What follows belongs to an exercise in optimizing a design on an open flow for small area; a production flow would make more cautious choices. Only simulation tests tie the RTL to the original design; equivalence was not proved.

File: design/flow/design.v
module mtmp_pow_calc (
  input  logic       clk,
  input  logic       rst_n,
  input  logic       in_vld,
  input  logic [9:0] imoy_i_j,
  input  logic [9:0] imoy_ii_jj,
  input  logic [9:0] divisor,
  input  logic [1:0] pow_sel,
  output logic       out_vld,
  output logic [8:0] mtmp,
  output logic       div0
);
  function automatic logic [8:0] sq_whyb10(input logic [8:0] v);
    logic t1;
    logic t2;
    logic t3;
    logic t4;
    logic t5;
    logic t6;
    logic t7;
    logic t8;
    logic t9;
    logic t10;
    logic t11;
    logic t12;
    logic t13;
    logic t14;
    logic t15;
    logic t16;
    logic t17;
    logic t18;
    logic t19;
    logic t20;
    logic t21;
    logic t22;
    logic t23;
    logic t24;
    logic t25;
    logic t26;
    logic t27;
    logic t28;
    logic t29;
    logic t30;
    logic t31;
    logic t32;
    logic t33;
    logic t34;
    logic t35;
    logic t36;
    logic t37;
    logic t38;
    logic t39;
    logic t40;
    logic t41;
    logic t42;
    logic [17:0] ra, rb, p;
    logic c;
    t1 = (v[0] & v[4]) ^ (v[1] & v[3]) ^ (v[1] & v[2]);
    t2 = ((v[0] & v[4]) & (v[1] & v[3])) | ((v[0] & v[4]) & (v[1] & v[2])) | ((v[1] & v[3]) & (v[1] & v[2]));
    t3 = (v[0] & v[5]) ^ (v[1] & v[4]) ^ (v[3] & ~v[2]);
    t4 = ((v[0] & v[5]) & (v[1] & v[4])) | ((v[0] & v[5]) & (v[3] & ~v[2])) | ((v[1] & v[4]) & (v[3] & ~v[2]));
    t5 = (v[0] & v[6]) ^ (v[1] & v[5]) ^ (v[2] & v[4]);
    t6 = ((v[0] & v[6]) & (v[1] & v[5])) | ((v[0] & v[6]) & (v[2] & v[4])) | ((v[1] & v[5]) & (v[2] & v[4]));
    t7 = (v[0] & v[7]) ^ (v[1] & v[6]) ^ (v[2] & v[5]);
    t8 = ((v[0] & v[7]) & (v[1] & v[6])) | ((v[0] & v[7]) & (v[2] & v[5])) | ((v[1] & v[6]) & (v[2] & v[5]));
    t9 = (v[0] & v[8]) ^ (v[1] & v[7]) ^ (v[2] & v[6]);
    t10 = ((v[0] & v[8]) & (v[1] & v[7])) | ((v[0] & v[8]) & (v[2] & v[6])) | ((v[1] & v[7]) & (v[2] & v[6]));
    t11 = (v[1] & v[8]) ^ (v[2] & v[7]) ^ (v[3] & v[6]);
    t12 = ((v[1] & v[8]) & (v[2] & v[7])) | ((v[1] & v[8]) & (v[3] & v[6])) | ((v[2] & v[7]) & (v[3] & v[6]));
    t13 = (v[2] & v[8]) ^ (v[3] & v[7]) ^ (v[4] & v[6]);
    t14 = ((v[2] & v[8]) & (v[3] & v[7])) | ((v[2] & v[8]) & (v[4] & v[6])) | ((v[3] & v[7]) & (v[4] & v[6]));
    t15 = (v[3] & v[8]) ^ (v[4] & v[7]) ^ (v[6] & ~v[5]);
    t16 = ((v[3] & v[8]) & (v[4] & v[7])) | ((v[3] & v[8]) & (v[6] & ~v[5])) | ((v[4] & v[7]) & (v[6] & ~v[5]));
    t17 = (v[4] & v[8]) ^ (v[5] & v[7]) ^ (v[5] & v[6]);
    t18 = ((v[4] & v[8]) & (v[5] & v[7])) | ((v[4] & v[8]) & (v[5] & v[6])) | ((v[5] & v[7]) & (v[5] & v[6]));
    t19 = t4 ^ t5 ^ (v[2] & v[3]);
    t20 = (t4 & t5) | (t4 & (v[2] & v[3])) | (t5 & (v[2] & v[3]));
    t21 = t6 ^ t7 ^ (v[4] & ~v[3]);
    t22 = (t6 & t7) | (t6 & (v[4] & ~v[3])) | (t7 & (v[4] & ~v[3]));
    t23 = t8 ^ t9 ^ (v[3] & v[5]);
    t24 = (t8 & t9) | (t8 & (v[3] & v[5])) | (t9 & (v[3] & v[5]));
    t25 = t10 ^ t11 ^ (v[5] & ~v[4]);
    t26 = (t10 & t11) | (t10 & (v[5] & ~v[4])) | (t11 & (v[5] & ~v[4]));
    t27 = t12 ^ t13 ^ (v[4] & v[5]);
    t28 = (t12 & t13) | (t12 & (v[4] & v[5])) | (t13 & (v[4] & v[5]));
    t29 = t18 ^ (v[5] & v[8]) ^ (v[7] & ~v[6]);
    t30 = (t18 & (v[5] & v[8])) | (t18 & (v[7] & ~v[6])) | ((v[5] & v[8]) & (v[7] & ~v[6]));
    t31 = t22 ^ t23 ^ (v[3] & v[4]);
    t32 = (t22 & t23) | (t22 & (v[3] & v[4])) | (t23 & (v[3] & v[4]));
    t33 = t28 ^ t14 ^ t15;
    t34 = (t28 & t14) | (t28 & t15) | (t14 & t15);
    t35 = t30 ^ (v[6] & v[8]) ^ (v[6] & v[7]);
    t36 = (t30 & (v[6] & v[8])) | (t30 & (v[6] & v[7])) | ((v[6] & v[8]) & (v[6] & v[7]));
    t37 = t32 ^ t24 ^ t25;
    t38 = (t32 & t24) | (t32 & t25) | (t24 & t25);
    t39 = t34 ^ t16 ^ t17;
    t40 = (t34 & t16) | (t34 & t17) | (t16 & t17);
    t41 = t38 ^ t26 ^ t27;
    t42 = (t38 & t26) | (t38 & t27) | (t26 & t27);
    ra = {(v[7] & v[8]), t36, t35, t40, t39, t42, t41, t37, t31, t20, t19, t2, t1, (v[0] & v[3]), (v[0] & v[2]), (v[1] & ~v[0]), 1'b0, v[0]};
    rb = {1'b0, (v[8] & ~v[7]), 1'b0, t29, 1'b0, t33, 1'b0, 1'b0, 1'b0, t21, 1'b1, t3, 1'b0, (v[2] & ~v[1]), (v[0] & v[1]), 1'b0, 1'b0, 1'b0};
    c = 1'b0;
    for (int i = 0; i < 10; i++) begin
      p[i] = ra[i] ^ rb[i] ^ c;
      c = (ra[i] & rb[i]) | (ra[i] & c) | (rb[i] & c);
    end
    p[17:10] = ra[17:10] + rb[17:10] + {7'd0, c};
    sq_whyb10 = (v >= 9'd362) ? 9'h1ff : p[16:8];
  endfunction
  function automatic logic [8:0] sq_whyb8(input logic [8:0] v);
    logic t1;
    logic t2;
    logic t3;
    logic t4;
    logic t5;
    logic t6;
    logic t7;
    logic t8;
    logic t9;
    logic t10;
    logic t11;
    logic t12;
    logic t13;
    logic t14;
    logic t15;
    logic t16;
    logic t17;
    logic t18;
    logic t19;
    logic t20;
    logic t21;
    logic t22;
    logic t23;
    logic t24;
    logic t25;
    logic t26;
    logic t27;
    logic t28;
    logic t29;
    logic t30;
    logic t31;
    logic t32;
    logic t33;
    logic t34;
    logic t35;
    logic t36;
    logic t37;
    logic t38;
    logic t39;
    logic t40;
    logic t41;
    logic t42;
    logic [17:0] ra, rb, p;
    logic c;
    t1 = (v[0] & v[4]) ^ (v[1] & v[3]) ^ (v[1] & v[2]);
    t2 = ((v[0] & v[4]) & (v[1] & v[3])) | ((v[0] & v[4]) & (v[1] & v[2])) | ((v[1] & v[3]) & (v[1] & v[2]));
    t3 = (v[0] & v[5]) ^ (v[1] & v[4]) ^ (v[3] & ~v[2]);
    t4 = ((v[0] & v[5]) & (v[1] & v[4])) | ((v[0] & v[5]) & (v[3] & ~v[2])) | ((v[1] & v[4]) & (v[3] & ~v[2]));
    t5 = (v[0] & v[6]) ^ (v[1] & v[5]) ^ (v[2] & v[4]);
    t6 = ((v[0] & v[6]) & (v[1] & v[5])) | ((v[0] & v[6]) & (v[2] & v[4])) | ((v[1] & v[5]) & (v[2] & v[4]));
    t7 = (v[0] & v[7]) ^ (v[1] & v[6]) ^ (v[2] & v[5]);
    t8 = ((v[0] & v[7]) & (v[1] & v[6])) | ((v[0] & v[7]) & (v[2] & v[5])) | ((v[1] & v[6]) & (v[2] & v[5]));
    t9 = (v[0] & v[8]) ^ (v[1] & v[7]) ^ (v[2] & v[6]);
    t10 = ((v[0] & v[8]) & (v[1] & v[7])) | ((v[0] & v[8]) & (v[2] & v[6])) | ((v[1] & v[7]) & (v[2] & v[6]));
    t11 = (v[1] & v[8]) ^ (v[2] & v[7]) ^ (v[3] & v[6]);
    t12 = ((v[1] & v[8]) & (v[2] & v[7])) | ((v[1] & v[8]) & (v[3] & v[6])) | ((v[2] & v[7]) & (v[3] & v[6]));
    t13 = (v[2] & v[8]) ^ (v[3] & v[7]) ^ (v[4] & v[6]);
    t14 = ((v[2] & v[8]) & (v[3] & v[7])) | ((v[2] & v[8]) & (v[4] & v[6])) | ((v[3] & v[7]) & (v[4] & v[6]));
    t15 = (v[3] & v[8]) ^ (v[4] & v[7]) ^ (v[6] & ~v[5]);
    t16 = ((v[3] & v[8]) & (v[4] & v[7])) | ((v[3] & v[8]) & (v[6] & ~v[5])) | ((v[4] & v[7]) & (v[6] & ~v[5]));
    t17 = (v[4] & v[8]) ^ (v[5] & v[7]) ^ (v[5] & v[6]);
    t18 = ((v[4] & v[8]) & (v[5] & v[7])) | ((v[4] & v[8]) & (v[5] & v[6])) | ((v[5] & v[7]) & (v[5] & v[6]));
    t19 = t4 ^ t5 ^ (v[2] & v[3]);
    t20 = (t4 & t5) | (t4 & (v[2] & v[3])) | (t5 & (v[2] & v[3]));
    t21 = t6 ^ t7 ^ (v[4] & ~v[3]);
    t22 = (t6 & t7) | (t6 & (v[4] & ~v[3])) | (t7 & (v[4] & ~v[3]));
    t23 = t8 ^ t9 ^ (v[3] & v[5]);
    t24 = (t8 & t9) | (t8 & (v[3] & v[5])) | (t9 & (v[3] & v[5]));
    t25 = t10 ^ t11 ^ (v[5] & ~v[4]);
    t26 = (t10 & t11) | (t10 & (v[5] & ~v[4])) | (t11 & (v[5] & ~v[4]));
    t27 = t12 ^ t13 ^ (v[4] & v[5]);
    t28 = (t12 & t13) | (t12 & (v[4] & v[5])) | (t13 & (v[4] & v[5]));
    t29 = t18 ^ (v[5] & v[8]) ^ (v[7] & ~v[6]);
    t30 = (t18 & (v[5] & v[8])) | (t18 & (v[7] & ~v[6])) | ((v[5] & v[8]) & (v[7] & ~v[6]));
    t31 = t22 ^ t23 ^ (v[3] & v[4]);
    t32 = (t22 & t23) | (t22 & (v[3] & v[4])) | (t23 & (v[3] & v[4]));
    t33 = t28 ^ t14 ^ t15;
    t34 = (t28 & t14) | (t28 & t15) | (t14 & t15);
    t35 = t30 ^ (v[6] & v[8]) ^ (v[6] & v[7]);
    t36 = (t30 & (v[6] & v[8])) | (t30 & (v[6] & v[7])) | ((v[6] & v[8]) & (v[6] & v[7]));
    t37 = t32 ^ t24 ^ t25;
    t38 = (t32 & t24) | (t32 & t25) | (t24 & t25);
    t39 = t34 ^ t16 ^ t17;
    t40 = (t34 & t16) | (t34 & t17) | (t16 & t17);
    t41 = t38 ^ t26 ^ t27;
    t42 = (t38 & t26) | (t38 & t27) | (t26 & t27);
    ra = {(v[7] & v[8]), t36, t35, t40, t39, t42, t41, t37, t31, t20, t19, t2, t1, (v[0] & v[3]), (v[0] & v[2]), (v[1] & ~v[0]), 1'b0, v[0]};
    rb = {1'b0, (v[8] & ~v[7]), 1'b0, t29, 1'b0, t33, 1'b0, 1'b0, 1'b0, t21, 1'b1, t3, 1'b0, (v[2] & ~v[1]), (v[0] & v[1]), 1'b0, 1'b0, 1'b0};
    c = 1'b0;
    for (int i = 0; i < 8; i++) begin
      p[i] = ra[i] ^ rb[i] ^ c;
      c = (ra[i] & rb[i]) | (ra[i] & c) | (rb[i] & c);
    end
    p[17:8] = ra[17:8] + rb[17:8] + {9'd0, c};
    sq_whyb8 = (v >= 9'd362) ? 9'h1ff : p[16:8];
  endfunction
  function automatic logic [10:0] step_bk(input logic [9:0] r, input logic [9:0] ndv);
    logic [10:0] t, nb, s, c;
    logic [11:0] d;
    logic q;
    logic [10:0] g, p; logic [18:1] cg, cp;
    t = {r, 1'b0};
    nb = {1'b1, ndv};
    g = t & nb; p = t ^ nb;
    cg[1] = g[0] | (p[0] & 1'b1); cp[1] = p[0] & 1'b0;
    cg[2] = g[2] | (p[2] & g[1]); cp[2] = p[2] & p[1];
    cg[3] = g[4] | (p[4] & g[3]); cp[3] = p[4] & p[3];
    cg[4] = g[6] | (p[6] & g[5]); cp[4] = p[6] & p[5];
    cg[5] = g[8] | (p[8] & g[7]); cp[5] = p[8] & p[7];
    cg[6] = g[10] | (p[10] & g[9]); cp[6] = p[10] & p[9];
    cg[7] = cg[2] | (cp[2] & cg[1]); cp[7] = cp[2] & cp[1];
    cg[8] = cg[4] | (cp[4] & cg[3]); cp[8] = cp[4] & cp[3];
    cg[9] = cg[6] | (cp[6] & cg[5]); cp[9] = cp[6] & cp[5];
    cg[10] = cg[8] | (cp[8] & cg[7]); cp[10] = cp[8] & cp[7];
    cg[11] = cg[9] | (cp[9] & cg[10]); cp[11] = cp[9] & cp[10];
    cg[12] = cg[3] | (cp[3] & cg[7]); cp[12] = cp[3] & cp[7];
    cg[13] = cg[5] | (cp[5] & cg[10]); cp[13] = cp[5] & cp[10];
    cg[14] = g[1] | (p[1] & cg[1]); cp[14] = p[1] & cp[1];
    cg[15] = g[3] | (p[3] & cg[7]); cp[15] = p[3] & cp[7];
    cg[16] = g[5] | (p[5] & cg[12]); cp[16] = p[5] & cp[12];
    cg[17] = g[7] | (p[7] & cg[10]); cp[17] = p[7] & cp[10];
    cg[18] = g[9] | (p[9] & cg[13]); cp[18] = p[9] & cp[13];
    c[0] = 1'b1;
    c[1] = cg[1];
    c[2] = cg[14];
    c[3] = cg[7];
    c[4] = cg[15];
    c[5] = cg[12];
    c[6] = cg[16];
    c[7] = cg[10];
    c[8] = cg[17];
    c[9] = cg[13];
    c[10] = cg[18];
    q = cg[11];
    s = p ^ c;
    step_bk = {q, q ? s[9:0] : t[9:0]};
  endfunction
  function automatic logic [10:0] step_hyb4(input logic [9:0] r, input logic [9:0] ndv);
    logic [10:0] t, nb, s, c;
    logic [11:0] d;
    logic q;
    t = {r, 1'b0};
    nb = {1'b1, ndv};
    c[0] = 1'b1;
    for (int i = 0; i < 4; i++) begin
      s[i] = t[i] ^ nb[i] ^ c[i];
      c[i+1] = (t[i] & nb[i]) | (t[i] & c[i]) | (nb[i] & c[i]);
    end
    {q, s[10:4]} = {1'b0, t[10:4]} + {1'b0, nb[10:4]} + {7'd0, c[4]};
    step_hyb4 = {q, q ? s[9:0] : t[9:0]};
  endfunction
  logic [10:0] dsub_s0;
  logic [11:0] sub8_s0;
  logic [12:0] ssat_s0;
  logic [9:0] d_s0;
  logic sat_s0;
  logic [9:0] r8_s0;
  logic q8_s0;
  logic [10:0] st7_s0;
  logic q7_s0;
  logic [9:0] r7_s0;
  logic [9:0] ndv_q_s1;
  logic [1:0] ps_q_s1;
  logic sat_q_s1;
  logic [9:0] r_q_s1;
  logic q8_q_s1;
  logic q7_q_s1;
  logic [10:0] st6_s1;
  logic q6_s1;
  logic [9:0] r6_s1;
  logic [10:0] st5_s1;
  logic q5_s1;
  logic [9:0] r5_s1;
  logic [10:0] st4_s1;
  logic q4_s1;
  logic [9:0] r4_s1;
  logic [9:0] ndv_q_s2;
  logic [1:0] ps_q_s2;
  logic sat_q_s2;
  logic [9:0] r_q_s2;
  logic q8_q_s2;
  logic q7_q_s2;
  logic q6_q_s2;
  logic q5_q_s2;
  logic q4_q_s2;
  logic [10:0] st3_s2;
  logic q3_s2;
  logic [9:0] r3_s2;
  logic [10:0] st2_s2;
  logic q2_s2;
  logic [9:0] r2_s2;
  logic [10:0] st1_s2;
  logic q1_s2;
  logic [9:0] r1_s2;
  logic [10:0] st0_s2;
  logic q0_s2;
  logic z_s2;
  logic [8:0] x0_s2;
  logic [8:0] x_q_s3;
  logic [1:0] ps_q_s3;
  logic z_q_s3;
  logic [8:0] x1_s3;
  logic [8:0] x_q_s4;
  logic [1:0] ps_q_s4;
  logic z_q_s4;
  logic [8:0] x2_s4;
  logic p3_s4;
  logic [8:0] x_q_s5;
  logic z_q_s5;
  logic p3_q_s5;
  logic [8:0] x3_s5;
  logic [4:0] vld_q;
  assign dsub_s0 = {1'b0, imoy_i_j} - {1'b0, imoy_ii_jj};
  assign sub8_s0 = {2'b0, imoy_i_j} - {2'b0, imoy_ii_jj} - {2'b0, divisor};
  assign d_s0 = dsub_s0[10] ? 10'd0 : dsub_s0[9:0];
  assign q8_s0 = ~sub8_s0[11];
  assign r8_s0 = q8_s0 ? sub8_s0[9:0] : d_s0;
  assign ssat_s0 = {3'b0, imoy_i_j} - {3'b0, imoy_ii_jj} - {2'b0, divisor, 1'b0};
  assign sat_s0 = ~ssat_s0[12] | (divisor == 10'd0);
  assign st7_s0 = step_bk(r8_s0, ~divisor);
  assign q7_s0 = st7_s0[10];
  assign r7_s0 = st7_s0[9:0];
  assign st6_s1 = step_bk(r_q_s1, ndv_q_s1);
  assign q6_s1 = st6_s1[10];
  assign r6_s1 = st6_s1[9:0];
  assign st5_s1 = step_hyb4(r6_s1, ndv_q_s1);
  assign q5_s1 = st5_s1[10];
  assign r5_s1 = st5_s1[9:0];
  assign st4_s1 = step_bk(r5_s1, ndv_q_s1);
  assign q4_s1 = st4_s1[10];
  assign r4_s1 = st4_s1[9:0];
  assign st3_s2 = step_bk(r_q_s2, ndv_q_s2);
  assign q3_s2 = st3_s2[10];
  assign r3_s2 = st3_s2[9:0];
  assign st2_s2 = step_bk(r3_s2, ndv_q_s2);
  assign q2_s2 = st2_s2[10];
  assign r2_s2 = st2_s2[9:0];
  assign st1_s2 = step_bk(r2_s2, ndv_q_s2);
  assign q1_s2 = st1_s2[10];
  assign r1_s2 = st1_s2[9:0];
  assign st0_s2 = step_bk(r1_s2, ndv_q_s2);
  assign q0_s2 = st0_s2[10];
  assign z_s2 = &ndv_q_s2;
  assign x0_s2 = sat_q_s2 ? 9'h1ff : {q8_q_s2, q7_q_s2, q6_q_s2, q5_q_s2, q4_q_s2, q3_s2, q2_s2, q1_s2, q0_s2};
  assign x1_s3 = (ps_q_s3 != 2'd0) ? sq_whyb10(x_q_s3) : x_q_s3;
  assign x2_s4 = ps_q_s4[1] ? sq_whyb10(x_q_s4) : x_q_s4;
  assign p3_s4 = &ps_q_s4;
  assign x3_s5 = p3_q_s5 ? sq_whyb8(x_q_s5) : x_q_s5;
  always_ff @(posedge clk or negedge rst_n)
    if (!rst_n) vld_q <= '0;
    else vld_q <= {vld_q[3:0], in_vld};
  always_ff @(posedge clk) begin
    ndv_q_s1 <= ~divisor;
    ps_q_s1 <= pow_sel;
    sat_q_s1 <= sat_s0;
    r_q_s1 <= r7_s0;
    q8_q_s1 <= q8_s0;
    q7_q_s1 <= q7_s0;
    ndv_q_s2 <= ndv_q_s1;
    ps_q_s2 <= ps_q_s1;
    sat_q_s2 <= sat_q_s1;
    r_q_s2 <= r4_s1;
    q8_q_s2 <= q8_q_s1;
    q7_q_s2 <= q7_q_s1;
    q6_q_s2 <= q6_s1;
    q5_q_s2 <= q5_s1;
    q4_q_s2 <= q4_s1;
    x_q_s3 <= x0_s2;
    ps_q_s3 <= ps_q_s2;
    z_q_s3 <= z_s2;
    x_q_s4 <= x1_s3;
    ps_q_s4 <= ps_q_s3;
    z_q_s4 <= z_q_s3;
    x_q_s5 <= x2_s4;
    z_q_s5 <= z_q_s4;
    p3_q_s5 <= p3_s4;
  end
  assign out_vld = vld_q[4];
  assign mtmp    = x3_s5;
  assign div0    = z_q_s5;
endmodule
File: design/flow/flow/run.sh
#!/bin/bash
set -euo pipefail
export MTMP_ABC_SCRIPT="$PWD/flow/abc.script"
export MTMP_REF_SYNTH="$PWD/synth_recipe.tcl"
bash standard.sh \
  "SYNTH_SCRIPT=$PWD/flow/synth.tcl" \
  "BUFFER_PORTS_ARGS=-buffer_cell sky130_fd_sc_hd__buf_1" \
  "CTS_ARGS=-sink_clustering_enable -repair_clock_nets -dont_use_dummy_load -buf_list sky130_fd_sc_hd__clkbuf_8 -root_buf sky130_fd_sc_hd__clkbuf_8 -sink_clustering_buffer sky130_fd_sc_hd__clkbuf_8 -sink_clustering_size 10" \
  finish > standard.log 2>&1
File: design/flow/flow/abc.script
&get -n
&st
&dch
&nf
&put
buffer -c
topo
stime -c
upsize -c
dnsize -c
File: design/flow/flow/synth.tcl
proc abc {args} {
  set i [lsearch -exact $args -script]
  if {$i >= 0} { lset args [expr {$i + 1}] $::env(MTMP_ABC_SCRIPT) }
  yosys abc {*}$args
}
source $::env(MTMP_REF_SYNTH)
File: design/flow/standard.sh
#!/bin/bash
# synth_recipe.tcl (not shown) runs the flow's synth.tcl, then flattens the netlist and writes it again
# the make line also repeats each setting of config.mk as NAME=value (left out here)
make -C /OpenROAD-flow-scripts/flow DESIGN_CONFIG=/design/flow/config.mk WORK_HOME=/design/flow/orfs CLKGATE_MAP_FILE= SYNTH_SCRIPT=/design/flow/synth_recipe.tcl "${@:-finish}"
File: design/flow/config.mk
export PLATFORM = sky130hd
export DESIGN_NAME = mtmp_pow_calc
export DESIGN_NICKNAME = mtmp_pow_calc
export VERILOG_FILES = /design/flow/design.v
export SDC_FILE = /design/flow/constraint.sdc
export NUM_CORES = 4
export LEC_CHECK = 0
export CAP_MARGIN = 20
export CORE_MARGIN = 2
export CORE_UTILIZATION = 55
export SLEW_MARGIN = 20
File: design/flow/constraint.sdc
create_clock -name core_clock -period 7.0 [get_ports {clk}]
set_input_delay 1.4000 -clock core_clock [delete_from_list [all_inputs] [get_ports {clk}]]
set_output_delay 1.4000 -clock core_clock [all_outputs]
set_load 0.01 [all_outputs]
==> summary.md, run 1 <==
| Metric | Value |
|---|---|
| Status | complete, no violations |
| Dpl cells | 1,232 |
| Synth top area share | 0.204 |
| Post-Syn Nets | 1,211 |
| Slew @ Worst Pin | 0.781 ns |
| CTS root buffer | clkbuf_8 |
| Vias in the first global route | 7,124 |
| Final-stage net count | 1,267 |
| Layout fillers | 1,437 |
| Flop2flop setup slack | 0.27 ns |
| Mapped Cells | 973 |
| DRT Wirelength | 19.2 mm |
| Reg2reg end | x_q_s3[0] |
| Skew final | 0.0275 ns |
| CTS Sinks | 93 |
| Main area contributors after synthesis | fa_1 20%, dfxtp_1 19%, ha_1 15% |
| Chip Height | 134 um |
| Drt pass-1 iters | 4 |
| Worst-path clk slew | 0.09 ns |
| CP required | 7.26 ns |
| Max-Cap Viols | 0 |
| Reg2reg start | ndv_q_s2[2] |
| Die ar. | 17,800 um2 |
| YS warnings | 1 |
| Slew margin rel. | 0.474 |
| Post-DP HPWL | 15.7 mm |
| ANT cells | 0 |
| Area of placed instances | 9730 um2 |
| Vias/cell | 5.44 |
| Worst hold path stage count | 0 |
| Crit Path Class | register to register |
| Fmax | 149 MHz |
| Worst-Skew Late Latency | 0.37 ns |
| Share of flip-flops with an asynchronous set or reset | 0.0538 |
| DRC | 0 |
| First DRT Iteration DRCs | 265 |
| Die Wd | 134 um |
| Worst setup SP type | register |
| Final Max Tran Viols | 0 |
| GRT Util Overall | 0.230 |
| WL per Instance | 15.4 um |
| Worst Hold Class | register to register |
| IO Port Bufs | 45 |
| Vias | 6,783 |
| Mean Syn Cell Area | 9.49 um2 |
| Post-synth top cells | 111 x nand2_1, 109 x ha_1, 94 x fa_1, 90 x inv_1, 88 x dfxtp_1 |
| Final Cell Area | 10,000 um2 |
| Critical Path Sink Type | register |
| Highest-delay cell along the critical path | mux2_2 |
| Critical path's largest stage delay | 0.38 ns |
| Hold EP | q8_q_s2 |
| Initial Utilization | 0.559 |
| Worst-case reg-to-reg path depth | 32 |
| Total CTS buffers | 9 |
| Period Utilization, post-route | 0.961 |
| EDFF count, synth | 0 |
| Min-Delay Startpoint | q8_q_s1 |
| Initial antenna violation count | 0 |
| Worst EP arrival | 6.98 ns |
| Largest net degree at the start of global routing | 17 |
| Main synth FF type | dfxtp_1 |
| CTS Buffer Depth | 2 |
| Num rows | 47 |
| Max FO, Critical Path | 5 |
| # setup viols final | 0 |
| Min Tclk post-route | 6.73 ns |
| Global-route wire length before repair | 33.5 mm |
| Seq/Total Area, Yosys | 0.204 |
| Syn-to-layout area delta | 8.39% |
| Final Hold Vio Count | 0 |
| Grt ovf | 0 |
| Final Non-Filler Cells | 1,247 |
| Share of post-route cells with drive strength above 1 | 0.107 |
| Io pins | 46 |
| Yosys top cell by area | fa_1 |
| CTS tree | yes |
| RSZ-0062 raised after global routing | true |
| Core ar. | 16,500 um2 |
| Post-synthesis register bit count | 93 |
| DRT antenna net count | 0 |
| H-tree depth | 3 |
| Distinct cells, synth | 57 |
| Hold buffer count at CTS | 0 |
| Area of the mapped netlist | 9240 um2 |
| Final Wtd Congestion | 0.837 |
| Top-count cell post-synth | nand2_1 |
## routing by layer
metal,share of wire,routed length [um],track usage
met2,0.49,9400,0.395
met3,0.023,440,0.0354
met4,0.0085,163,0.0420
met5,0,0,0
met1,0.48,9190,0.311
## cell type report
class                           count  area [um2]  share of cell area
Tap cell                          220         275              0.0275
Inverter                           91         344              0.0344
Clock buffer                        9         124              0.0124
Sequential cell                    93        1890               0.189
Multi-Input combinational cell    760        6990               0.699
Timing Repair Buffer               74         387              0.0386
## registers in the layout, summed over array words and instances (netlist names), 5 cells and up
signal	cells
ndv_q_s1	10
x_q_s4	9
r_q_s2	10
x_q_s5	9
r_q_s1	10
ndv_q_s2	10
x_q_s3	9
vld_q	5
## what timing repair did
| action | CTS | global route |
|---|---|---|
| pin swaps | 1 | 8 |
| buffers inserted | 2 | 3 |
| cloned | 0 | 1 |
| gates resized for setup | 7 | 22 |
| endpoints found under the setup margin | 1 | 19 |
## through the flow
step	setup TNS [ns]	setup WS, ns	hold slack [ns]	utilization
floorplan	0	0.597	0.310	-
global placement	-0.174	-0.174	0.311	0.589
detailed placement	-0.851	-0.481	0.312	0.589
CTS	0	0.0350	0.310	0.599
global route	-0.161	-0.161	0.309	0.606
finish	0	0.275	0.312	0.606
## worst max-delay path by stage
stage | from | end | slack (ns) | cells past startpoint
global placement | ndv_q_s2[2] | x_q_s3[0] | -0.17 | 32
floorplan | ndv_q_s2[5] | x_q_s3[0] | 0.60 | 31
global route | ndv_q_s2[2] | x_q_s3[0] | -0.16 | 33
finish | ndv_q_s2[2] | x_q_s3[0] | 0.27 | 32
CTS | ndv_q_s2[4] | x_q_s3[0] | 0.03 | 32
detailed placement | ndv_q_s2[2] | x_q_s3[0] | -0.48 | 33
## cells in the final DEF, fill, tap and decap left out, types with 7 or more instances in the layout
cell | Yosys | routed
nand4_1 | 9 | 9
clkbuf_8 | 0 | 9
o21ai_0 | 25 | 18
a31oi_1 | 8 | 8
nor2b_1 | 11 | 11
mux2_2 | 21 | 21
nand2_1 | 111 | 109
xnor2_1 | 29 | 29
a21oi_2 | 0 | 7
or2_2 | 8 | 8
fa_1 | 94 | 94
buf_4 | 0 | 29
ha_1 | 109 | 109
a21o_1 | 18 | 18
mux2i_1 | 8 | 7
o21ai_1 | 4 | 10
and2_1 | 48 | 48
a21oi_1 | 69 | 61
nor2_1 | 27 | 26
mux2_4 | 9 | 9
nand3_1 | 13 | 13
mux2_1 | 8 | 8
buf_1 | 2 | 45
inv_1 | 90 | 90
o22a_1 | 25 | 25
dfxtp_1 | 88 | 87
xor2_1 | 40 | 40
nand2b_1 | 12 | 12
## worst max-delay path: cells and delay by family (launching register included)
family	cells	cell delay, ns
adders and majority gates	4	1.32
muxes	2	0.73
buffers and inverters	2	0.26
AOI/OAI and AO/OA	17	3.07
DFF	1	0.36
and+or+nand+nor	7	0.86
## cell families after synthesis
logic type | synth area share
AO/OA/AOI/OAI | 0.136
XOR/XNOR | 0.0654
adder cells (fa/ha/maj) | 0.355
buffers and inverters | 0.0508
flip-flops | 0.204
multiplexers | 0.0587
AND/OR/NAND/NOR | 0.130
==> inputs of run 2 (changes only) <==
==> design/flow/flow/abc.script (replaced) <==
&get -n
&st
&dch
&nf
&put
buffer -c
topo
stime -c
dnsize -c
==> summary.md, run 2 <==
| Metric | Value |
|---|---|
| Status | complete, no violations |
| Global-route wire length before repair | 33.1 mm (-1.3%) |
| Top-count cell post-synth | nand2_1 |
| Min Tclk post-route | 6.56 ns (-0.169 ns) |
| Busiest grt layer | met2 |
| Chip Height | 133 um (-0.46%) |
| Met3 usage | 0.0375 (+0.00216) |
| Main area contributors after synthesis | fa_1 21%, dfxtp_1 19%, ha_1 15% |
| Slew margin rel. | 0.455 (-0.0185) |
| Synth top area share | 0.206 (+0.00195) |
| Post-synth top cells | 111 x nand2_1, 109 x ha_1, 94 x fa_1, 91 x inv_1, 88 x dfxtp_1 |
| Die ar. | 17,700 um2 (-0.92%) |
| Commonest non-fill, non-tap cells in the layout | 107 x nand2_1, 107 x ha_1, 94 x fa_1 |
| Final Non-Filler Cells | 1,244 (-0.24%) |
| Seq/Total Area, Yosys | 0.206 (+0.00196) |
| Initial antenna violation count | 0 (unchanged) |
| Yosys top cell by area | fa_1 |
| Hold buffer count at CTS | 0 (unchanged) |
| Syn-to-layout area delta | 8.34% (about the same) |
| Io pins | 46 (unchanged) |
| Slew @ Worst Pin | 0.808 ns (+0.0274 ns) |
| Dpl cells | 1,227 (-0.41%) |
| Worst EP arrival | 6.81 ns (-0.17 ns) |
| CTS root buffer | clkbuf_8 |
| Worst setup SP type | primary input |
| DRC | 0 (unchanged) |
| Largest net degree at the start of global routing | 16 (-1) |
| Period Utilization, post-route | 0.937 (-0.0241) |
| Layout fillers | 1,417 (-1.4%) |
| CP dominant cell by count | a21o_1 |
| Distinct cells, synth | 46 (-19%) |
| Post-DP HPWL | 15.5 mm (-1.0%) |
| Final Util | 0.604 (-0.00168) |
| Core ar. | 16,400 um2 (-0.71%) |
| Final Wtd Congestion | 0.841 (+0.50%) |
| WL per Instance | 15.2 um (-1.3%) |
| EDFF count, synth | 0 (unchanged) |
| Footprint of the multi-input gates | 6900 um2 (-1.3%) |
| Max-Cap Viols | 0 (unchanged) |
| Total CTS buffers | 9 (unchanged) |
| ANT cells | 0 (unchanged) |
| Final-stage net count | 1,264 (-0.24%) |
| First DRT Iteration DRCs | 285 (+7.5%) |
| Die Wd | 133 um (-0.46%) |
| DRT Wirelength | 18.9 mm (-1.6%) |
| DRT antenna net count | 0 (unchanged) |
| Share of flip-flops with an asynchronous set or reset | 0.0538 (unchanged) |
| Share of post-route cells with drive strength above 1 | 0.110 (+0.00324) |
| YS warnings | 1 (unchanged) |
| H-tree depth | 3 (unchanged) |
| Max FO, Critical Path | 11 (+6) |
| Skew final | 0.0211 ns (-0.00645 ns) |
| Area of the mapped netlist | 9150 um2 (-0.95%) |
| Final Max Tran Viols | 0 (unchanged) |
| Post-synthesis register bit count | 93 (unchanged) |
| Worst Hold Class | register to register |
| CTS tree | yes |
| CTS Sinks | 93 (unchanged) |
| Mapped Cells | 973 (unchanged) |
| Global Route met2 Usage | 0.386 (-0.00860) |
| Worst-Skew Late Latency | 0.37 ns (about the same) |
| IO Port Bufs | 45 (unchanged) |
| GRT Util Overall | 0.228 (-0.00168) |
| Setup tns final | 0 ns (unchanged) |
| Critical path's largest stage delay | 0.45 ns (+0.07 ns) |
| Vias in the first global route | 6,995 (-1.8%) |
| Fmax | 153 MHz (+2.6%) |
| Num rows | 47 (unchanged) |
| Drt pass-1 iters | 5 (+1) |
| Initial Utilization | 0.558 (-0.00133) |
| Grt ovf | 0 (unchanged) |
| Post-Syn Nets | 1,211 (unchanged) |
| Met1 Use GR | 0.313 (+0.00241) |
| Worst-path clk slew | 0.09 ns (about the same) |
| Vias/cell | 5.48 (+0.70%) |
| Highest-delay cell along the critical path | a221o_1 |
| Critical Path Sink Type | register |
| Final Hold Vio Count | 0 (unchanged) |
| Crit Path Class | primary input to register |
| CTS Buffer Depth | 2 (unchanged) |
| # setup viols final | 0 (unchanged) |
| Register area | 1900 um2 (+0.40%) |
| CP required | 7.26 ns (about the same) |
| Main synth FF type | dfxtp_1 |
| Mean Syn Cell Area | 9.40 um2 (-0.95%) |
| Vias | 6,814 (+0.46%) |
[run 2: changes by cell type after synthesis, moves of 3 or more]
cell / delta
mux2_4: -9
mux2_1: -8
clkbuf_1: +3
o21ai_0: +5
o21ai_1: -4
mux2_2: +17
[run 2: final cells by class]
type | instances | area share
Inverter | 91 | 0.0345
Clock buffer | 9 | 0.0125
Timing Repair Buffer | 72 | 0.0375
Multi-Input combinational cell | 759 | 0.697
Sequential cell | 93 | 0.191
Tap cell | 220 | 0.0278
[run 2: path summary, 6_finish.rpt]
path                       slack (ns)        end  depth (start not counted)         from
max in group asynchronous        5.92   vld_q[0]                          1        rst_n
hold reg to reg                  0.33    q7_q_s2                          0      q7_q_s1
hold / removal                   0.33    q7_q_s2                          0      q7_q_s1
setup / recovery                 0.44  r_q_s1[9]                         26  imoy_i_j[0]
setup reg to reg                 0.46  r_q_s2[4]                         30  ndv_q_s1[4]
min in group asynchronous        0.86   vld_q[2]                          1        rst_n
[run 2: cells by family after synthesis]
| group | Yosys count | share of synthesized area |
|---|---|---|
| flops | 93 | 0.206 |
| xor+xnor | 69 | 0.0661 |
| fa+ha+maj | 206 | 0.358 |
| compound gates | 188 | 0.133 |
| mux | 46 | 0.0555 |
| simple gates | 250 | 0.131 |
| buf+inv | 121 | 0.0499 |
[run 2: what timing repair did]
item                                    4_1_cts  5_1_grt
pin swaps                                     2        5
resized for setup                             5       26
gates cloned                                  0        0
endpoints found under the setup margin        1       11
setup buffers                                 2        6
[run 2: metal layers]
layer  vias to the layer above  share of wire
met4                         0         0.0087
met3                        16          0.028
met5                         -              0
met2                        70           0.49
met1                      3344           0.47
li1                       3384              -
[run 2: through the flow]
step	instance area [um2]	setup slack (ns)	hold WS, ns
floorplan	9150	0.592	0.310
global placement	9620	-0.187	0.309
detailed placement	9620	-0.302	0.318
CTS	9780	0.0808	0.323
global route	9910	-0.00269	0.333
finish	9910	0.443	0.330
[run 2: critical path, delay by kind of cell]
kind                     cells  cell delay, ns
AO/OA/AOI/OAI               13            2.86
XOR/XNOR                     1            0.21
adder cells (fa/ha/maj)      4            1.21
buffers and inverters        4            0.38
multiplexers                 1            0.35
AND/OR/NAND/NOR              3            0.39
==> inputs of run 3 (changes only) <==
==> design/flow/flow/abc.script (replaced) <==
strash
dch
map -a
topo
stime -c
buffer -c
dnsize -c
==> summary.md, run 3 <==
| Metric | Value |
|---|---|
| Chip Height | 132 um (-0.79%) |
| Vias | 7,210 (+5.8%) |
| Main synth FF type | dfxtp_1 |
| Period Utilization, post-route | 0.927 (-0.00943) |
| Crit Path Class | register to register |
| Skew final | 0.0331 ns (+0.0120 ns) |
| H-tree depth | 3 (unchanged) |
| CTS Buffer Depth | 2 (unchanged) |
| Max FO, Critical Path | 8 (-3) |
| WL per Instance | 13.0 um (-14%) |
| Min Tclk post-route | 6.49 ns (-0.0660 ns) |
| Slew @ Worst Pin | 0.790 ns (-0.0179 ns) |
| Worst EP arrival | 6.75 ns (-0.06 ns) |
| Synth top area share | 0.209 (+0.00337) |
| Drt pass-1 iters | 6 (+1) |
| Post-synthesis register bit count | 93 (unchanged) |
| Die Wd | 132 um (-0.79%) |
| Critical path's largest stage delay | 0.39 ns (-0.06 ns) |
| Hold Worst Slack | 0.332 ns (+0.00253 ns) |
| Worst-path clk slew | 0.08 ns (about the same) |
| YS warnings | 1 (unchanged) |
| Worst setup SP type | register |
| EDFF count, synth | 0 (unchanged) |
| Area of the mapped netlist | 9000 um2 (-1.6%) |
| Io pins | 46 (unchanged) |
| Global-route wire length before repair | 33.4 mm (+0.90%) |
| Worst-Skew Late Latency | 0.37 ns (about the same) |
| Core ar. | 15,900 um2 (-2.8%) |
| Mapped Cells | 1,099 (+13%) |
| Yosys top cell by area | fa_1 |
| Fmax | 154 MHz (+1.0%) |
| Max-Cap Viols | 0 (unchanged) |
| Pre-CTS worst setup slack | 0.0218 ns (+0.324 ns) |
| Worst-case reg-to-reg path depth | 37 (+23%) |
| # setup viols final | 0 (unchanged) |
| Highest-delay cell along the critical path | a2111o_1 |
| Initial Utilization | 0.565 (+0.00697) |
| ANT cells | 0 (unchanged) |
| Final Cell Area | 10,100 um2 (+1.9%) |
| Seq/Total Area, Yosys | 0.210 (+0.00338) |
| Distinct cells, synth | 40 (-13%) |
| Critical Path Sink Type | register |
| Worst Hold Class | register to register |
| Vias in the first global route | 7,421 (+6.1%) |
| DRC | 0 (unchanged) |
| Final Wtd Congestion | 0.847 (+0.64%) |
| Final Hold Vio Count | 0 (unchanged) |
| Final-stage net count | 1,443 (+14%) |
| Top-count cell post-synth | inv_1 |
| Mean Syn Cell Area | 8.19 um2 (-13%) |
| CTS tree | yes |
| GRT Util Overall | 0.231 (+0.00303) |
| Largest net degree at the start of global routing | 17 (+1) |
| Slew margin rel. | 0.473 (+0.0176) |
| Share of post-route cells with drive strength above 1 | 0.0914 (-0.0189) |
| Area of placed instances | 9830 um2 (+2.1%) |
| IO Port Bufs | 45 (unchanged) |
| Main area contributors after synthesis | fa_1 21%, dfxtp_1 20%, ha_1 15% |
| Vias/cell | 5.08 (-7.2%) |
| Footprint of the multi-input gates | 6460 um2 (-6.4%) |
| CTS root buffer | clkbuf_8 |
| Layout fillers | 1,474 (+4.0%) |
| CP dominant cell by count | nand2_1 |
| Final worst slack | 0.509 ns (+0.0660 ns) |
| DRT Wirelength | 18.5 mm (-2.4%) |
| CP required | 7.26 ns (about the same) |
| Register area | 1890 um2 (-0.33%) |
| Commonest non-fill, non-tap cell in the layout | inv_1 |
| DRT antenna net count | 0 (unchanged) |
| Post-Syn Nets | 1,337 (+10%) |
| Worst hold path stage count | 0 (unchanged) |
| CTS Sinks | 93 (unchanged) |
| Commonest non-fill, non-tap cells in the layout | 186 x inv_1, 181 x nand2_1, 117 x nor2_1 |
| First DRT Iteration DRCs | 306 (+7.4%) |
| Final Max Tran Viols | 0 (unchanged) |
| Post-synth top cells | 189 x inv_1, 182 x nand2_1, 119 x nor2_1, 109 x ha_1, 94 x fa_1 |
| Syn-to-layout area delta | 12.2% |
| Num rows | 46 (-2.1%) |
| Post-DP HPWL | 15.3 mm (-1.2%) |
| Total CTS buffers | 9 (unchanged) |
| Status | complete, no violations |
| Initial antenna violation count | 0 (unchanged) |
| Die ar. | 17,400 um2 (-1.6%) |
| Grt ovf | 0 (unchanged) |
| Share of flip-flops with an asynchronous set or reset | 0.0538 (unchanged) |
-- run 3: cell types whose count changed after synthesis, sizes merged, moves of 29 or more --
cell | before | now
inv | 91 | 189
nand2 | 111 | 182
nor2 | 27 | 120
and2 | 49 | 2
mux2 | 38 | 3
a22oi | 0 | 29
-- run 3: routing by layer --
layer	global-route usage	wire (um)	up-vias
met5	0	0	-
met4	0.0719	299	0
met3	0.0277	584	19
met2	0.388	8710	117
met1	0.313	8860	3342
li1	-	-	3732
-- run 3: cell type report --
cell class,instances,area share
inverters,191,0.0710
clock buffers,9,0.0123
repair buffers,106,0.0637
flip-flops and latches,93,0.187
multi-input cells,804,0.639
well taps,216,0.0268
-- run 3: critical path: cells and delay by family (launching register included) --
kind	cells	cell delay, ns
adder cells (fa/ha/maj)	4	1.20
buffers and inverters	3	0.45
multiplexers	1	0.35
AO/OA/AOI/OAI	18	3.21
flip-flops	1	0.32
AND/OR/NAND/NOR	11	0.87
-- run 3: final timing paths --
path	slack, ns	start	to
worst max register to register	0.51	ndv_q_s2[4]	x_q_s3[0]
worst max-delay path	0.51	ndv_q_s2[4]	x_q_s3[0]
min in group asynchronous	0.86	rst_n	vld_q[1]
worst min-delay path	0.33	ps_q_s1[1]	ps_q_s2[1]
max in group asynchronous	5.94	rst_n	vld_q[0]
worst min register to register	0.33	ps_q_s1[1]	ps_q_s2[1]
-- run 3: what timing repair did --
item	in CTS	in global routing
setup endpoints to repair	1	22
pin swaps	0	13
setup buffers	0	6
gates resized for setup	1	39
hold buffers	0	0
cloned	0	0
-- run 3: cells by family after synthesis --
family          after synthesis  synth area share
mux                           3           0.00375
compound gates              201             0.134
buf+inv                     202            0.0844
flops                        93             0.210
fa+ha+maj                   203             0.361
simple gates                332             0.145
xor+xnor                     65            0.0633
-- run 3: through the flow --
stage | util | setup TNS (ns) | instances
finish | 0.634 | 0 | 1419
global route | 0.634 | -0.0458 | 1419
CTS | 0.624 | 0 | 1413
detailed placement | 0.616 | 0 | 1404
global placement | 0.616 | 0 | 1404
floorplan | - | 0 | 1099
==> inputs of run 4 (changes only) <==
==> design/flow/flow/abc.script (replaced) <==
&get -n
&st
&dch
&nf
&put
topo
stime -c
==> summary.md, run 4 <==
| Metric | Value |
|---|---|
| Status | complete, no violations |
| Flop2flop setup slack | 0.45 ns (-0.06 ns) |
| Worst Hold Class | register to register |
| EDFF count, synth | 0 (unchanged) |
| Worst-Skew Late Latency | 0.39 ns (+0.02 ns) |
| Vias in the first global route | 7,239 (-2.5%) |
| Largest net degree at the start of global routing | 20 (+3) |
| Initial Utilization | 0.566 (+0.00149) |
| # setup viols final | 0 (unchanged) |
| Max FO, Critical Path | 11 (+3) |
| Share of flip-flops with an asynchronous set or reset | 0.0538 (unchanged) |
| CP dominant cell by count | a21o_1 |
| Main synth FF type | dfxtp_1 |
| Final Non-Filler Cells | 1,242 (-12%) |
| Levels on crit path | 26 (-30%) |
| Vias/cell | 5.56 (+9.5%) |
| Slew margin rel. | 0.460 (-0.0131) |
| Yosys top cell by area | fa_1 |
| Final-stage net count | 1,266 (-12%) |
| DRT Wirelength | 19.3 mm (+4.4%) |
| Num rows | 46 (unchanged) |
| Hold Worst Slack | 0.332 ns (+0.000132 ns) |
| Worst EP arrival | 6.96 ns (+0.21 ns) |
| Fmax | 149 MHz (-3.3%) |
| Reg2reg end | r_q_s2[2] |
| Initial antenna violation count | 0 (unchanged) |
| CTS root buffer | clkbuf_8 |
| Critical Path Sink Type | register |
| Period Utilization, post-route | 0.959 (+0.0314) |
| Seq/Total Area, Yosys | 0.209 (-0.000552) |
| Area of the mapped netlist | 9020 um2 (+0.26%) |
| CTS tree | yes |
| Share of post-route cells with drive strength above 1 | 0.0634 (-0.0281) |
| Drt pass-1 iters | 4 (-2) |
| Final Cell Area | 9930 um2 (-1.7%) |
| Crit Path Class | primary input to register |
| Die Wd | 132 um (+0.13%) |
| IO Port Bufs | 45 (unchanged) |
| Post-synthesis register bit count | 93 (unchanged) |
| YS warnings | 1 (unchanged) |
| Worst setup SP type | primary input |
| Main area contributors after synthesis | fa_1 21%, dfxtp_1 20%, ha_1 15% |
| Reg2reg start | ndv_q_s1[6] |
| Mapped Cells | 943 (-14%) |
| Top-count cell post-synth | nand2_1 |
| GRT Util Overall | 0.232 (+0.000703) |
| Area of placed instances | 9610 um2 (-2.2%) |
| ANT cells | 0 (unchanged) |
| CP required | 7.25 ns (about the same) |
| Critical path's largest stage delay | 0.44 ns (+0.05 ns) |
| Worst Path Buf+Inv | 4 (+1) |
| Grt ovf | 0 (unchanged) |
| Vias | 6,911 (-4.1%) |
| Synth top area share | 0.209 (-0.000551) |
| DRT antenna net count | 0 (unchanged) |
| Total CTS buffers | 9 (unchanged) |
| Io pins | 46 (unchanged) |
| Mean Syn Cell Area | 9.57 um2 (+17%) |
| Final Hold Vio Count | 0 (unchanged) |
| CTS Sinks | 93 (unchanged) |
| Max-Cap Viols | 0 (unchanged) |
| Min Tclk post-route | 6.71 ns (+0.220 ns) |
| Dpl cells | 1,223 (-13%) |
| First DRT Iteration DRCs | 301 (-1.6%) |
| Syn-to-layout area delta | 10.1% |
| Hold EP | z_q_s5 |
| Global-route wire length before repair | 33.5 mm (+0.19%) |
| Chip Height | 132 um (+0.13%) |
| Final Wtd Congestion | 0.857 (+1.3%) |
| WL per Instance | 15.5 um (+19%) |
| Post-synth top cells | 111 x nand2_1, 109 x ha_1, 94 x fa_1, 91 x clkinv_1, 88 x dfxtp_1 |
| Skew final | 0.0328 ns (-0.000239 ns) |
| Min-Delay Startpoint | z_q_s4 |
| Die ar. | 17,400 um2 (+0.26%) |
| Core ar. | 15,900 um2 (unchanged) |
| Commonest non-fill, non-tap cell in the layout | nand2_1 |
| Post-Syn Nets | 1,181 (-12%) |
| Worst-path clk slew | 0.08 ns (about the same) |
| Worst hold path stage count | 0 (unchanged) |
| Slew @ Worst Pin | 0.802 ns (+0.0111 ns) |
| Final Util | 0.623 (-0.0106) |
| Commonest non-fill, non-tap cells in the layout | 109 x nand2_1, 107 x ha_1, 93 x fa_1 |
| Family with the most delay on the worst path | compound AO/OA/AOI/OAI gates |
| Worst-case reg-to-reg path depth | 31 (-16%) |
| H-tree depth | 3 (unchanged) |
| Final Max Tran Viols | 0 (unchanged) |
| DRC | 0 (unchanged) |
| Post-DP HPWL | 15.6 mm (+1.9%) |
| Distinct cells, synth | 41 (+2.5%) |
| Highest-delay cell along the critical path | a221o_2 |
| CTS Buffer Depth | 2 (unchanged) |
-- run 4: worst max path at each step --
stage	startpoint	endpoint	slack, ns
after global routing	ndv_q_s1[6]	r_q_s2[3]	-0.005
after detailed placement	imoy_i_j[0]	r_q_s1[7]	-0.30
after global placement	imoy_i_j[0]	r_q_s1[5]	-0.03
final	imoy_i_j[0]	r_q_s1[2]	0.29
after floorplan	ndv_q_s2[5]	x_q_s3[0]	0.005
after CTS	ndv_q_s2[2]	x_q_s3[0]	0.02
-- run 4: cell families (layout without fill, tap and decap cells) --
group,Yosys count,in the layout,share of synthesized area
and+or+nand+nor,250,250,0.133
adders and majority gates,206,206,0.363
AOI/OAI and AO/OA,188,188,0.134
DFF,93,93,0.209
buffers and inverters,91,174,0.0379
xor gates and xnor gates,69,69,0.0670
muxes,46,46,0.0563
-- run 4: final cells by class --
| class | count | area, um2 |
|---|---|---|
| timing repair buffer | 74 | 399 |
| tap | 216 | 270 |
| clock buffer | 9 | 124 |
| sequential | 93 | 1890 |
| multi-input combinational | 759 | 6910 |
| fill | 1383 | 6010 |
| inverter | 91 | 342 |
-- run 4: timing repair --
action	4_1_cts	5_1_grt
endpoints found under the setup margin	1	22
pin swaps	0	7
endpoints found under the hold margin	0	0
cloned	0	0
resized for setup	4	34
hold buffers	0	0
buffers inserted	5	5
-- run 4: metal layers --
| metal | wire length (um) | GRT usage | vias to the layer above |
|---|---|---|---|
| met5 | 0 | 0 | - |
| met4 | 320 | 0.0610 | 0 |
| met3 | 481 | 0.0361 | 28 |
| met2 | 9650 | 0.410 | 101 |
| met1 | 8810 | 0.295 | 3388 |
| li1 | - | - | 3394 |
-- run 4: per-stage QoR --
step | setup TNS (ns) | worst slack [ns]
3_3_place_gp | -0.175 | -0.0318
5_1_grt | -0.00958 | -0.00491
2_1_floorplan | 0 | 0.00482
3_5_place_dp | -2.82 | -0.300
4_1_cts | 0 | 0.0161
6_report | 0 | 0.289
==> inputs of run 5 (changes only) <==
==> design/flow/flow/abc.script (replaced) <==
&get -n
&st
&dch
&nf
&put
buffer -c
topo
stime -c
dnsize -c
==> summary.md, run 5 <==
| Metric | Value |
|---|---|
| Status | complete, no violations |
| Distinct cells, synth | 46 (+12%) |
| WL per Instance | 15.2 um (-2.0%) |
| Slew @ Worst Pin | 0.808 ns (+0.00682 ns) |
| Vias in the first global route | 6,995 (-3.4%) |
| Chip Height | 133 um (+0.66%) |
| H-tree depth | 3 (unchanged) |
| Final Util | 0.604 (-0.0190) |
| Seq/Total Area, Yosys | 0.206 (-0.00283) |
| Global-route wire length before repair | 33.1 mm (-1.1%) |
| Num rows | 47 (+2.2%) |
| Core ar. | 16,400 um2 (+2.9%) |
| Max-Cap Viols | 0 (unchanged) |
| Share of flip-flops with an asynchronous set or reset | 0.0538 (unchanged) |
| Drt pass-1 iters | 5 (+1) |
| Commonest non-fill, non-tap cells in the layout | 107 x nand2_1, 107 x ha_1, 94 x fa_1 |
| Flop2flop setup slack | 0.46 ns (about the same) |
| Final Cell Area | 9910 um2 (-0.23%) |
| DRT Wirelength | 18.9 mm (-1.9%) |
| Final Wtd Congestion | 0.841 (-1.9%) |
| CTS root buffer | clkbuf_8 |
| EDFF count, synth | 0 (unchanged) |
| Main area contributors after synthesis | fa_1 21%, dfxtp_1 19%, ha_1 15% |
| Hold Worst Slack | 0.330 ns (-0.00266 ns) |
| Die Wd | 133 um (+0.66%) |
| Min Tclk post-route | 6.56 ns (-0.154 ns) |
| First DRT Iteration DRCs | 285 (-5.3%) |
| Highest-delay cell along the critical path | a221o_1 |
| Post-Syn Nets | 1,211 (+2.5%) |
| Post-synth top cells | 111 x nand2_1, 109 x ha_1, 94 x fa_1, 91 x inv_1, 88 x dfxtp_1 |
| Critical path's largest stage delay | 0.45 ns (about the same) |
| Worst setup SP type | primary input |
| Io pins | 46 (unchanged) |
| Yosys top cell by area | fa_1 |
| IO Port Bufs | 45 (unchanged) |
| DRT antenna net count | 0 (unchanged) |
| Final Max Tran Viols | 0 (unchanged) |
| Worst EP arrival | 6.81 ns (-0.15 ns) |
| Area of placed instances | 9620 um2 (+0.14%) |
| # setup viols final | 0 (unchanged) |
| Main synth FF type | dfxtp_1 |
| Crit Path Class | primary input to register |
| Largest net degree at the start of global routing | 16 (-20%) |
| Post-DP HPWL | 15.5 mm (-0.68%) |
| Mean Syn Cell Area | 9.40 um2 (-1.8%) |
| Top-count cell post-synth | nand2_1 |
| ANT cells | 0 (unchanged) |
| Share of post-route cells with drive strength above 1 | 0.110 (+0.0470) |
| Grt ovf | 0 (unchanged) |
| Total CTS buffers | 9 (unchanged) |
| Worst-path clk slew | 0.09 ns (about the same) |
| DRC | 0 (unchanged) |
| Vias/cell | 5.48 (-1.6%) |
| Initial Utilization | 0.558 (-0.00846) |
| CTS Sinks | 93 (unchanged) |
| Family with the most delay on the worst path | compound AO/OA/AOI/OAI gates |
| CTS Buffer Depth | 2 (unchanged) |
| Mapped Cells | 973 (+3.2%) |
| Worst Hold Class | register to register |
| GRT Util Overall | 0.228 (-0.00374) |
| Vias | 6,814 (-1.4%) |
| Initial antenna violation count | 0 (unchanged) |
| Final-stage net count | 1,264 (-0.16%) |
| Slew margin rel. | 0.455 (-0.00460) |
| Fmax | 153 MHz (+2.4%) |
| Synth top area share | 0.206 (-0.00282) |
| CP required | 7.26 ns (about the same) |
| Worst Path Buf+Inv | 4 (unchanged) |
| Die ar. | 17,700 um2 (+1.3%) |
| YS warnings | 1 (unchanged) |
| Final Hold Vio Count | 0 (unchanged) |
| Skew final | 0.0211 ns (-0.0117 ns) |
| Period Utilization, post-route | 0.937 (-0.0220) |
| Max FO, Critical Path | 11 (unchanged) |
| CP dominant cell by count | a21o_1 |
| Critical Path Sink Type | register |
| Post-synthesis register bit count | 93 (unchanged) |
| Syn-to-layout area delta | 8.34% |
| Area of the mapped netlist | 9150 um2 (+1.4%) |
| CTS tree | yes |
| Worst-Skew Late Latency | 0.37 ns (-0.02 ns) |
-- run 5: changes by cell type in the layout (fill, tap and decap cells not counted), moves of 37 or more --
cell,delta
clkinv_1,-91
mux2_2,+37
mux2_1,-37
inv_1,+91
and2_0,-49
and2_1,+49
-- run 5: cell families (layout without fill, tap and decap cells) --
logic type	count (synthesis)	in the layout	synth area share
AOI/OAI and AO/OA	188	188	0.133
xor gates and xnor gates	69	69	0.0661
adders and majority gates	206	206	0.358
buffers and inverters	121	172	0.0499
DFF	93	93	0.206
muxes	46	46	0.0555
and+or+nand+nor	250	250	0.131
-- run 5: layout make-up --
| type | instances | area [um2] |
|---|---|---|
| Tap cell | 220 | 275 |
| Multi-Input combinational cell | 759 | 6900 |
| Fill cell | 1417 | 6500 |
| Sequential cell | 93 | 1900 |
| Clock buffer | 9 | 124 |
| Timing Repair Buffer | 72 | 372 |
| Inverter | 91 | 342 |
-- run 5: timing repair --
action | 4_1_cts | 5_1_grt
gates resized for setup | 5 | 26
setup endpoints to repair | 1 | 11
hold buffers | 0 | 0
buffers inserted | 2 | 6
pin swaps | 2 | 5
-- run 5: final timing paths --
path,start,to,depth (start not counted)
worst max-delay path,imoy_i_j[0],r_q_s1[9],26
worst min-delay path,q7_q_s1,q7_q_s2,0
worst max register to register,ndv_q_s1[4],r_q_s2[4],30
worst min register to register,q7_q_s1,q7_q_s2,0
max in group asynchronous,rst_n,vld_q[0],1
min in group asynchronous,rst_n,vld_q[2],1
-- run 5: layer usage --
metal,part of all wire,track usage
met1,0.47,0.313
met2,0.49,0.386
met3,0.028,0.0375
met4,0.0087,0.0370
met5,0,0
-- run 5: through the flow --
step                      cells  setup WS [ns]  TNS (ns)
after floorplan             973          0.592         0
after global placement     1227         -0.187    -0.187
after detailed placement   1227         -0.302    -0.302
after CTS                  1238         0.0808         0
after global routing       1244       -0.00269  -0.00269
final                      1244          0.443         0
==> inputs of run 6 (changes only) <==
--- a/design/flow/config.mk
+++ b/design/flow/config.mk
@@ -7,5 +7,5 @@
 export LEC_CHECK = 0
 export CAP_MARGIN = 20
 export CORE_MARGIN = 2
-export CORE_UTILIZATION = 55
+export CORE_UTILIZATION = 65
 export SLEW_MARGIN = 20
==> summary.md, run 6 <==
| Metric | Value |
|---|---|
| Status | complete, no violations |
| Post-DP HPWL | 15.4 mm (-0.61%) |
| Post-synthesis compound-gate area fraction | 0.133 (unchanged) |
| Post-Syn Nets | 1,211 (unchanged) |
| Vias | 6,945 (+1.9%) |
| Vias in the first global route | 6,916 (-1.1%) |
| Setup tns final | 0 ns (unchanged) |
| WL per Instance | 15.9 um (+4.5%) |
| Mean Syn Cell Area | 9.40 um2 (unchanged) |
| Final Non-Filler Cells | 1,198 (-3.7%) |
| Adder-Cell Fraction of Synth Area | 0.358 (unchanged) |
| Die Wd | 123 um (-7.8%) |
| # setup viols final | 0 (unchanged) |
| Main synth FF type | dfxtp_1 |
| Distinct cells, synth | 46 (unchanged) |
| Worst-Skew Late Latency | 0.37 ns (about the same) |
| ANT cells | 0 (unchanged) |
| Seq/Total Area, Yosys | 0.206 (unchanged) |
| Period Utilization, post-route | 0.966 (+0.0288) |
| Global-route wire length before repair | 32.0 mm (-3.4%) |
| Slew @ Worst Pin | 0.771 ns (-0.0378 ns) |
| DRT antenna net count | 0 (unchanged) |
| RSZ-0062 raised after global routing | true |
| CTS root buffer | clkbuf_8 |
| Min Tclk post-route | 6.76 ns (+0.202 ns) |
| First DRT Iteration DRCs | 420 (+47%) |
| Mapped Cells | 973 (unchanged) |
| CTS tree | yes |
| Top-count cell post-synth | nand2_1 |
| Final Wtd Congestion | 0.912 (+8.4%) |
| Initial Utilization | 0.662 (+0.104) |
| Final Hold Vio Count | 0 (unchanged) |
| Slew margin rel. | 0.481 (+0.0255) |
| Grt ovf | 0 (unchanged) |
| Hold buffer count at CTS | 0 (unchanged) |
| H-tree depth | 3 (unchanged) |
| Syn-to-layout area delta | 7.11% |
| YS warnings | 1 (unchanged) |
| Critical path's largest stage delay | 0.41 ns (-0.04 ns) |
| Die ar. | 15,000 um2 (-15%) |
| Yosys top cell by area | fa_1 |
| XOR/XNOR share of the synthesized area | 0.0661 (unchanged) |
| Max-Cap Viols | 0 (unchanged) |
| EDFF count, synth | 0 (unchanged) |
| Worst Hold Class | register to register |
| Highest-delay cell along the critical path | fa_1 |
| Final worst slack | 0.241 ns (-0.202 ns) |
| Total CTS buffers | 9 (unchanged) |
| Fmax | 148 MHz (-3.0%) |
| Synth top area share | 0.206 (unchanged) |
| Share of post-route cells with drive strength above 1 | 0.104 (-0.00623) |
| Main combinational cell family by area after synthesis | adder cells |
| Max FO, Critical Path | 11 (unchanged) |
| Drt pass-1 iters | 4 (-1) |
| DRT Wirelength | 19.0 mm (+0.61%) |
| Final Max Tran Viols | 0 (unchanged) |
| CTS Buffer Depth | 2 (unchanged) |
| Crit Path Class | register to register |
| Dpl cells | 1,182 (-3.7%) |
| Post-synthesis register bit count | 93 (unchanged) |
| CTS Sinks | 93 (unchanged) |
| IO Port Bufs | 45 (unchanged) |
| Largest net degree at the start of global routing | 18 (+2) |
| Io pins | 46 (unchanged) |
| GRT Util Overall | 0.264 (+0.0364) |
| Critical Path Sink Type | register |
| Family with the most delay on the worst path | compound AO/OA/AOI/OAI gates |
| Area of the mapped netlist | 9150 um2 (unchanged) |
| Core ar. | 13,800 um2 (-16%) |
| Final-stage net count | 1,258 (-0.47%) |
| CP required | 7.25 ns (about the same) |
| Initial antenna violation count | 0 (unchanged) |
| Worst setup SP type | register |
| DRC | 0 (unchanged) |
| Num rows | 43 (-8.5%) |
| Share of flip-flops with an asynchronous set or reset | 0.0538 (unchanged) |
| Commonest non-fill, non-tap cell in the layout | nand2_1 |
| Worst EP arrival | 7.01 ns (+0.20 ns) |
| Chip Height | 123 um (-7.8%) |
| Mux cell area share after synthesis | 0.0555 (unchanged) |
| Worst Path Buf+Inv | 2 (-2) |
| Post-synthesis simple-gate area fraction | 0.131 (unchanged) |
| Final Util | 0.709 (+0.105) |
| Skew final | 0.0331 ns (+0.0120 ns) |
| Post-synth top cells | 111 x nand2_1, 109 x ha_1, 94 x fa_1, 91 x inv_1, 88 x dfxtp_1 |
| Worst-path clk slew | 0.10 ns (about the same) |
| Vias/cell | 5.80 (+5.8%) |
| Main area contributors after synthesis | fa_1 21%, dfxtp_1 19%, ha_1 15% |
| Commonest non-fill, non-tap cells in the layout | 110 x nand2_1, 108 x ha_1, 93 x fa_1 |
| Pre-CTS worst setup slack | -0.294 ns (+0.00788 ns) |
run 6: cell types whose count changed in the layout (fill, tap and decap cells not counted), moves of 2 or more:
cell | before | now
o21ai_0 | 24 | 27
o21ai_1 | 5 | 3
nand2_1 | 107 | 110
nand2_2 | 3 | 0
buf_4 | 27 | 21
run 6: repair_timing:
action,CTS,global route
pin swaps,1,5
endpoints found under the hold margin,0,0
buffers inserted,2,5
resized for setup,5,20
endpoints found under the setup margin,1,22
run 6: kinds of logic (layout without fill, tap and decap cells):
family / after synthesis / in the layout
simple gates: 250 / 250
xor+xnor: 69 / 69
flops: 93 / 93
fa+ha+maj: 206 / 206
buf+inv: 121 / 166
mux: 46 / 46
compound gates: 188 / 188
run 6: stage by stage:
stage | area [um2] | hold WS, ns
6_report | 9800 | 0.296
5_1_grt | 9800 | 0.296
4_1_cts | 9690 | 0.292
3_5_place_dp | 9530 | 0.313
3_3_place_gp | 9530 | 0.310
2_1_floorplan | 9150 | 0.310
run 6: worst paths after layout:
path	startpoint	endpoint	slack, ns	depth (start not counted)
worst max-delay path	ndv_q_s1[2]	r_q_s2[8]	0.24	27
min in group asynchronous	rst_n	vld_q[3]	0.84	1
worst min register to register	q8_q_s1	q8_q_s2	0.30	0
worst min-delay path	q8_q_s1	q8_q_s2	0.30	0
max in group asynchronous	rst_n	vld_q[0]	5.93	1
worst max register to register	ndv_q_s1[2]	r_q_s2[8]	0.24	27
run 6: routing by layer:
metal | vias up | global-route usage | routed length, um
li1 | 3373 | - | -
met1 | 3457 | 0.357 | 8710
met2 | 97 | 0.453 | 9580
met3 | 18 | 0.0386 | 518
met4 | 0 | 0.0553 | 200
met5 | - | 0 | 0
run 6: area by class of cell:
class                   count  area, um2
clock buffers               9        124
fillers                  1115       4030
inverters                  91        342
multi-input cells         759       6890
flip-flops and latches     93       1890
well taps                 180        225
repair buffers             66        327

what the ideal ports hide:
No port has a modelled driver above. Below, the same layouts with a new extraction and two added sets of constraints. Step 1 (the two cells are an assumption about what drives the block):
set clk [get_ports {clk}]
set_driving_cell -lib_cell sky130_fd_sc_hd__clkbuf_16 $clk
set_driving_cell -lib_cell sky130_fd_sc_hd__buf_2 [delete_from_list [all_inputs] $clk]
Step 2 adds t to the input delays and takes it off the output delays; t is the mean of the earliest and latest rising clock arrival at the registers after step 1. Input paths then give back, and output paths get back, about the clock's delay inside the block. a / b / c = no drivers / after step 1 / after step 2; a / b = the first two.
| run | t, ns | setup WS [ns] | slew at the worst register clock pin (ns) |
|---|---|---|---|
| run 1 | 0.398 | 0.275 / 0.275 / -0.045 | 0.09 / 0.09 |
| run 2 | 0.400 | 0.443 / 0.457 / 0.056 | 0.09 / 0.09 |
| run 3 | 0.393 | 0.509 / 0.509 / 0.323 | 0.09 / 0.09 |
| run 4 | 0.413 | 0.289 / 0.311 / -0.102 | 0.10 / 0.10 |
| run 5 | 0.400 | 0.443 / 0.457 / 0.056 | 0.09 / 0.09 |
| run 6 | 0.396 | 0.241 / 0.241 / -0.052 | 0.10 / 0.10 |
Met with ideal ports but missed after step 2: setup timing in run 1, run 4 and run 6. For run 4, which loses most, drivers alone change the setup slack by +0.022 ns; drivers and shift together by -0.391 ns.
